This is an optimization exercise on Yosys and OpenROAD, whose aim is small area, not a production implementation.
The RTL was checked by simulation tests, not by an equivalence proof against the original design.
Power is estimated from default activity; no workload was simulated.

// rl_lj_force_accumulator
module rl_lj_force_accumulator #(
  parameter int DATA_WIDTH              = 32,
  parameter int REF_PARTICLE_NUM        = 100,
  parameter int REF_RAM_ADDR_WIDTH      = 7,
  parameter int NEIGHBOR_PARTICLE_NUM   = 100,
  parameter int NEIGHBOR_RAM_ADDR_WIDTH = 7,
  parameter int ACC_WIDTH               = 48,
  parameter int FRAC_BITS               = 24
) (
  input  logic                          clk,
  input  logic                          rst,
  input  logic                          start,
  input  logic                          force_valid,
  input  logic [DATA_WIDTH-1:0]         force_x,
  input  logic [DATA_WIDTH-1:0]         force_y,
  input  logic [DATA_WIDTH-1:0]         force_z,
  input  logic                          pipeline_done,
  output logic [ACC_WIDTH-1:0]          acc_x,
  output logic [ACC_WIDTH-1:0]          acc_y,
  output logic [ACC_WIDTH-1:0]          acc_z,
  output logic [REF_RAM_ADDR_WIDTH-1:0] acc_addr,
  output logic                          acc_wren,
  output logic                          overflow,
  output logic                          count_error,
  output logic                          done
);
==> flow/config.mk <==
export PLATFORM = sky130hd
export DESIGN_NAME = rl_lj_force_accumulator
export DESIGN_NICKNAME = rl_lj_force_accumulator
export VERILOG_FILES = /design/flow/design.v
export SDC_FILE = /design/flow/constraint.sdc
export NUM_CORES = 4
export LEC_CHECK = 0
export CAP_MARGIN = 0
export CORE_MARGIN = 2
export CORE_UTILIZATION = 60
export CTS_BUF_LIST = sky130_fd_sc_hd__clkbuf_4
export SLEW_MARGIN = 0
==> flow/constraint.sdc <==
create_clock -name core_clock -period 7.0 [get_ports {clk}]
set_input_delay 1.4000 -clock core_clock [delete_from_list [all_inputs] [get_ports {clk}]]
set_output_delay 1.4000 -clock core_clock [all_outputs]
set_load 0.01 [all_outputs]
standard.sh (not shown) runs the stock make flow with config.mk's settings and CLKGATE_MAP_FILE= SYNTH_SCRIPT=/design/flow/synth_recipe.tcl, a recipe that flattens the netlist after the stock synthesis.
==> flow/flow/run.sh <==
#!/bin/bash
# The standard layout (standard.sh) with two changes:
#  * synthesis maps the logic with an area-oriented ABC script (flow/area.abc);
#  * the port buffers use the smallest buffer cell, sky130_fd_sc_hd__buf_1.
# Each make run's full output goes to its own log file in the work folder.
set -euo pipefail
export MY_ABC_SCRIPT="$PWD/flow/area.abc"
bash standard.sh "SYNTH_SCRIPT=$PWD/flow/synth.tcl" \
  "BUFFER_PORTS_ARGS=-buffer_cell sky130_fd_sc_hd__buf_1" finish > make_finish.log 2>&1
==> flow/flow/area.abc <==
strash
&get -n
&st
&syn2
&dch -f
&nf -p -a -F 8 -A 8
&put
strash
dch -f
amap -F 4 -A 8
topo
stime -c
buffer -c
upsize -c
dnsize -c
==> flow/flow/synth.tcl <==
# The standard synthesis script (synth_recipe.tcl), except that Yosys's abc call
# uses the area-oriented ABC script in MY_ABC_SCRIPT instead of ORFS's speed script.
proc synth {args} { yosys synth -nofsm -noshare {*}$args }
proc abc {args} {
  set i [lsearch -exact $args -script]
  if { $i >= 0 } { set args [lreplace $args $i [expr {$i + 1}] -script $::env(MY_ABC_SCRIPT)] }
  yosys abc {*}$args
}
source $::env(SCRIPTS_DIR)/synth.tcl
# left out here: clear keep_hierarchy, flatten, clean up, hide names made inside functions, write 1_2_yosys.v
Then changed:
--- a/flow/flow/area.abc
+++ b/flow/flow/area.abc
@@ -4 +3,0 @@
-&syn2
CAP_MARGIN = 20   (was 0)
CORE_UTILIZATION = 70   (was 60)
CTS_BUF_LIST = sky130_fd_sc_hd__clkbuf_8   (was sky130_fd_sc_hd__clkbuf_4)
CTS_CLUSTER_SIZE = 12   (was unset)
SLEW_MARGIN = 20   (was 0)
First-iteration DRC count rises by 66%.
Final cell count drops by 2.5%.
Count of clock-buffer cells in the layout drops by 43.
Worst setup slack loses 0.19 ns.
Core utilization grows by 12 points.
Then changed:
==> flow/flow/area.abc (replaced) <==
strash
&get -n
&st
&syn2
&dch -f
&nf -p -a -F 8 -A 8
&put
strash
dch -f
amap -F 4 -A 8
topo
stime -c
dnsize -c
CORE_UTILIZATION = 60   (was 70)
CTS_BUF_LIST = sky130_fd_sc_hd__clkbuf_4   (was sky130_fd_sc_hd__clkbuf_8)
CTS_CLUSTER_SIZE = unset   (was 12)
GPL_TIMING_DRIVEN = 0   (was unset)
What happened:
- power drops by about 3.3%
- utilization drops by 8.9 points
- cell count climbs by about 0.8%
- die area climbs by 11%
- global-route usage drops by 6.9 points
- clock-buffer cell count climbs by 40
- cell area is about the same
Then changed:
--- a/flow/flow/area.abc
+++ b/flow/flow/area.abc
@@ -12,0 +13,2 @@
+buffer -c
+upsize -c
CTS_CLUSTER_DIAMETER = 50   (was unset)
CTS_CLUSTER_SIZE = 8   (was unset)
GPL_TIMING_DRIVEN = unset   (was 0)
After rerunning: Wire length grows slightly; non-clock buffer count grows by 27; via count shrinks slightly; power shrinks by a few percent; clock power shrinks by a quarter to a third; combinational power shrinks slightly.
Then changed:
CTS_CLUSTER_DIAMETER = 40   (was 50)
CTS_CLUSTER_SIZE = 12   (was 8)
Effect: The new run completed with no timing, DRC or antenna violations; routed wire length rises by 0.81%; utilization went up by 0.70 points; sequential share of layout area is lower by 0.25 points; setup slack gets worse by 0.020 ns; critical path depth is unchanged; non-clock buffer count is unchanged; cell area is higher by 1.1%.
Then changed:
CTS_BUF_LIST = sky130_fd_sc_hd__clkbuf_2   (was sky130_fd_sc_hd__clkbuf_4)
CTS_CLUSTER_DIAMETER = unset   (was 40)
CTS_CLUSTER_SIZE = unset   (was 12)
Utilization barely changes.
Worst hold slack barely changes.
Area after synthesis stays the same.
Routed wire length is lower slightly.
Non-clock buffer count stays the same.
Via count is higher slightly.
Count of clock-buffer cells in the layout is higher by 58.
Die area is unchanged.
Design area stays flat.
Global-route usage barely changes.
Total power is lower slightly.

== P ==
Another version of the RTL of rl_lj_force_accumulator (not shown whole).
For scale: about 2700 cells after synthesis, roughly 260 flip-flops, ~260 I/O pins.
Design rl_lj_force_accumulator, start of the top module:
module rl_lj_force_accumulator #(
  parameter int DATA_WIDTH              = 32,
  parameter int REF_PARTICLE_NUM        = 100,
  parameter int REF_RAM_ADDR_WIDTH      = 7,
  parameter int NEIGHBOR_PARTICLE_NUM   = 100,
  parameter int NEIGHBOR_RAM_ADDR_WIDTH = 7,
  parameter int ACC_WIDTH               = 48,
  parameter int FRAC_BITS               = 24
) (
  input  logic                          clk,
  input  logic                          rst,
  input  logic                          start,
  input  logic                          force_valid,
  input  logic [DATA_WIDTH-1:0]         force_x,
  input  logic [DATA_WIDTH-1:0]         force_y,
  input  logic [DATA_WIDTH-1:0]         force_z,
  input  logic                          pipeline_done,
  output logic [ACC_WIDTH-1:0]          acc_x,
  output logic [ACC_WIDTH-1:0]          acc_y,
  output logic [ACC_WIDTH-1:0]          acc_z,
  output logic [REF_RAM_ADDR_WIDTH-1:0] acc_addr,
  output logic                          acc_wren,
  output logic                          overflow,
  output logic                          count_error,
  output logic                          done
);
==> flow/config.mk <==
export PLATFORM = sky130hd
export DESIGN_NAME = rl_lj_force_accumulator
export DESIGN_NICKNAME = rl_lj_force_accumulator
export VERILOG_FILES = /design/flow/design.v
export SDC_FILE = /design/flow/constraint.sdc
export NUM_CORES = 4
export LEC_CHECK = 0
export CAP_MARGIN = 20
export CORE_MARGIN = 2
export CORE_UTILIZATION = 50
export CTS_BUF_LIST = sky130_fd_sc_hd__clkbuf_4
export CTS_CLUSTER_DIAMETER = 50
export CTS_CLUSTER_SIZE = 8
export SLEW_MARGIN = 20
==> flow/constraint.sdc <==
create_clock -name core_clock -period 7.0 [get_ports {clk}]
set_input_delay 1.4000 -clock core_clock [delete_from_list [all_inputs] [get_ports {clk}]]
set_output_delay 1.4000 -clock core_clock [all_outputs]
set_load 0.01 [all_outputs]
==> flow/flow/run.sh <==
#!/bin/bash
# The standard layout (standard.sh) with these changes:
#  * synthesis maps the logic with an area-oriented ABC script (flow/area.abc);
#  * the port buffers use the smallest buffer cell, sky130_fd_sc_hd__buf_1;
#  * clock tree synthesis uses clkbuf_4 with small sink clusters and no dummy loads.
# The make run's full output goes to its own log file in the work folder.
set -euo pipefail
export MY_ABC_SCRIPT="$PWD/flow/area.abc"
bash standard.sh "SYNTH_SCRIPT=$PWD/flow/synth.tcl" \
  "BUFFER_PORTS_ARGS=-buffer_cell sky130_fd_sc_hd__buf_1" \
  "CTS_ARGS=-sink_clustering_enable -repair_clock_nets -sink_clustering_size 8 -sink_clustering_max_diameter 50 -buf_list sky130_fd_sc_hd__clkbuf_4 -dont_use_dummy_load" \
  finish > make_finish.log 2>&1
==> flow/flow/area.abc <==
strash
&get -n
&st
&dch -f
&nf -p -a -F 8 -A 8
&put
strash
dch -f
amap -F 4 -A 8
topo
stime -c
buffer -c
upsize -c
dnsize -c
Scripts as last shown in full above: flow/flow/synth.tcl
P completed end to end with timing, DRC and antenna clean.
Setup changes, P to Q
Settings: changing CORE_UTILIZATION from 50 to 60.
diff --git a/flow/flow/run.sh b/flow/flow/run.sh
--- a/flow/flow/run.sh
+++ b/flow/flow/run.sh
@@ -3 +3,2 @@
-#  * synthesis maps the logic with an area-oriented ABC script (flow/area.abc);
+#  * synthesis maps the logic with an area-oriented ABC script (flow/area.abc)
+#    and without ORFS's adder-cell extraction (flow/synth.tcl);
==> flow/flow/area.abc <==
strash
dch -f
amap
strash
dch -f
amap
strash
dch -f
amap
topo
stime -c
buffer -c
upsize -c
dnsize -c
diff --git a/flow/flow/synth.tcl b/flow/flow/synth.tcl
--- a/flow/flow/synth.tcl
+++ b/flow/flow/synth.tcl
@@ -1,2 +1,5 @@
-# The standard synthesis script (synth_recipe.tcl), except that Yosys's abc call
-# uses the area-oriented ABC script in MY_ABC_SCRIPT instead of ORFS's speed script.
+# The standard synthesis script (synth_recipe.tcl) with two changes:
+#  * Yosys's abc call uses the area-oriented ABC script in MY_ABC_SCRIPT instead of
+#    ORFS's speed script;
+#  * ORFS's extract_fa step (full/half-adder cell extraction) is skipped, so ABC maps
+#    the adder logic together with the rest.
@@ -8,0 +12 @@
+proc extract_fa {args} { puts "extract_fa skipped" }
==> comparison <==
The final layout from P, which completed every stage, passed the timing, DRC and antenna checks at the end of the flow. Complete run, failing final checks: Q, reason setup timing. Diff P -> Q: combined global-route utilization of all metal layers rose by 5.7 points; number of hold-slack violations in the final timing report stayed essentially flat; setup slack after layout fell by 0.78 ns; ratio of final minimum period to clock period rose by 11 points; post-placement cell area fell by 4.1%. P has higher headroom to the max-slew limit than Q. ~same sequential share of cell area in P and Q. Compared with P, Q improves first-pass GRT wire length. Compared with P, Q shows total nets after synthesis that has gone down slightly.
Input changes introduced in R (baseline for comparison: Q):
==> flow/flow/area.abc <==
strash
dch -f
amap
strash
dch -f
amap -F 4 -A 8
topo
stime -c
buffer -c
upsize -c
dnsize -c
--- outcome ---
R: full flow OK, the timing, DRC and antenna checks passed. Between Q and R, the flow reports power after layout decreasing by a few percent. Cmp Q and R / worst relative slew slack / lower: R. R vs Q on worst setup slack: R is the higher one. Going from Q to R, post-synthesis area per instance shows an increase of 0.55%, area of the mapped netlist shows a reduction of about 1.5%. In terms of fraction of power consumed by the clock network, R and Q differ only marginally. The final period demand of the worst path of R falls short of that of Q by 0.36 ns.
What S does differently from R at the input level:
==> flow/flow/run.sh <==
#!/bin/bash
# The standard layout (standard.sh) with two changes:
#  * synthesis maps the logic with an area-oriented ABC script (flow/area.abc);
#  * the port buffers use the smallest buffer cell, sky130_fd_sc_hd__buf_1.
# Each make run's full output goes to its own log file in the work folder.
set -euo pipefail
export MY_ABC_SCRIPT="$PWD/flow/area.abc"
bash standard.sh "SYNTH_SCRIPT=$PWD/flow/synth.tcl" \
  "BUFFER_PORTS_ARGS=-buffer_cell sky130_fd_sc_hd__buf_1" finish > make_finish.log 2>&1
==> flow/flow/area.abc <==
strash
&get -n
&st
&dch -f
&nf -p -a -F 8 -A 8
&put
strash
dch -f
amap -F 4 -A 8 -Q 0.05
topo
stime -c
buffer -c
upsize -c
dnsize -c
==> flow/flow/synth.tcl <==
# The standard synthesis script (synth_recipe.tcl), except that Yosys's abc call
# uses the area-oriented ABC script in MY_ABC_SCRIPT instead of ORFS's speed script.
proc synth {args} { yosys synth -nofsm -noshare {*}$args }
proc abc {args} {
  set i [lsearch -exact $args -script]
  if { $i >= 0 } { set args [lreplace $args $i [expr {$i + 1}] -script $::env(MY_ABC_SCRIPT)] }
  yosys abc {*}$args
}
source $::env(SCRIPTS_DIR)/synth.tcl
# left out here: clear keep_hierarchy, flatten, clean up, hide names made inside functions, write 1_2_yosys.v
==> run summary <==
S: full flow OK, the timing, DRC and antenna checks passed
Instance area at placement (S / R): 1.06
met2 track demand over resource for S is lower than for R.
[compare] base=R new=S: arrival time at the worst endpoint decreased by 0.42 ns relative to the old numbers, hold slack increased by 0.041 ns relative to the old numbers.
S: global routing met3 resource utilization higher than R
[compare] base=R new=S: footprint of the flip-flops and latches neither gained nor lost much; proportion of power drawn by the clock network shows an increase of 1.5 points.
Of R and S, the run reporting the lower global-route wire length before repair was S.

## what the ideal ports hide
In the flow no input, the clock included, has a driving cell. The finished layouts below were timed again as built, in two steps.
Step 1 (the two cells are an assumption about what drives the block):
set clk [get_ports {clk}]
set_driving_cell -lib_cell sky130_fd_sc_hd__clkbuf_16 $clk
set_driving_cell -lib_cell sky130_fd_sc_hd__buf_2 [delete_from_list [all_inputs] $clk]
Step 2 moves the port delays by t, midway between the first and last clock arrival at a register: inputs arrive t later, outputs are due t later. That takes back most of the time a late clock gives input paths.
Three values: no drivers, after step 1, after step 2; two values: the first two.
run | t (ns) | slack for setup (ns) | latest minus earliest clock arrival (ns) | cell pins on the clock port's net
the first run of note 1 | 0.802 | 0.584 / 0.584 / 0.584 | 0.051 / 0.051 | 1
the second run of note 1 | 0.647 | 0.396 / 0.396 / 0.396 | 0.050 / 0.050 | 1
the third run of note 1 | 0.797 | 0.404 / 0.404 / 0.404 | 0.063 / 0.063 | 1
the fourth run of note 1 | 0.821 | 0.586 / 0.586 / 0.586 | 0.053 / 0.053 | 1
the fifth run of note 1 | 0.834 | 0.567 / 0.567 / 0.567 | 0.071 / 0.071 | 1
the sixth run of note 1 | 0.977 | 0.622 / 0.622 / 0.622 | 0.080 / 0.080 | 1
P | 0.811 | 0.682 / 0.682 / 0.682 | 0.110 / 0.109 | 1
Q | 0.770 | -0.096 / -0.096 / -0.096 | 0.095 / 0.094 | 1
R | 0.747 | 0.265 / 0.265 / 0.265 | 0.058 / 0.058 | 1
S | 0.816 | 0.762 / 0.762 / 0.762 | 0.070 / 0.070 | 1
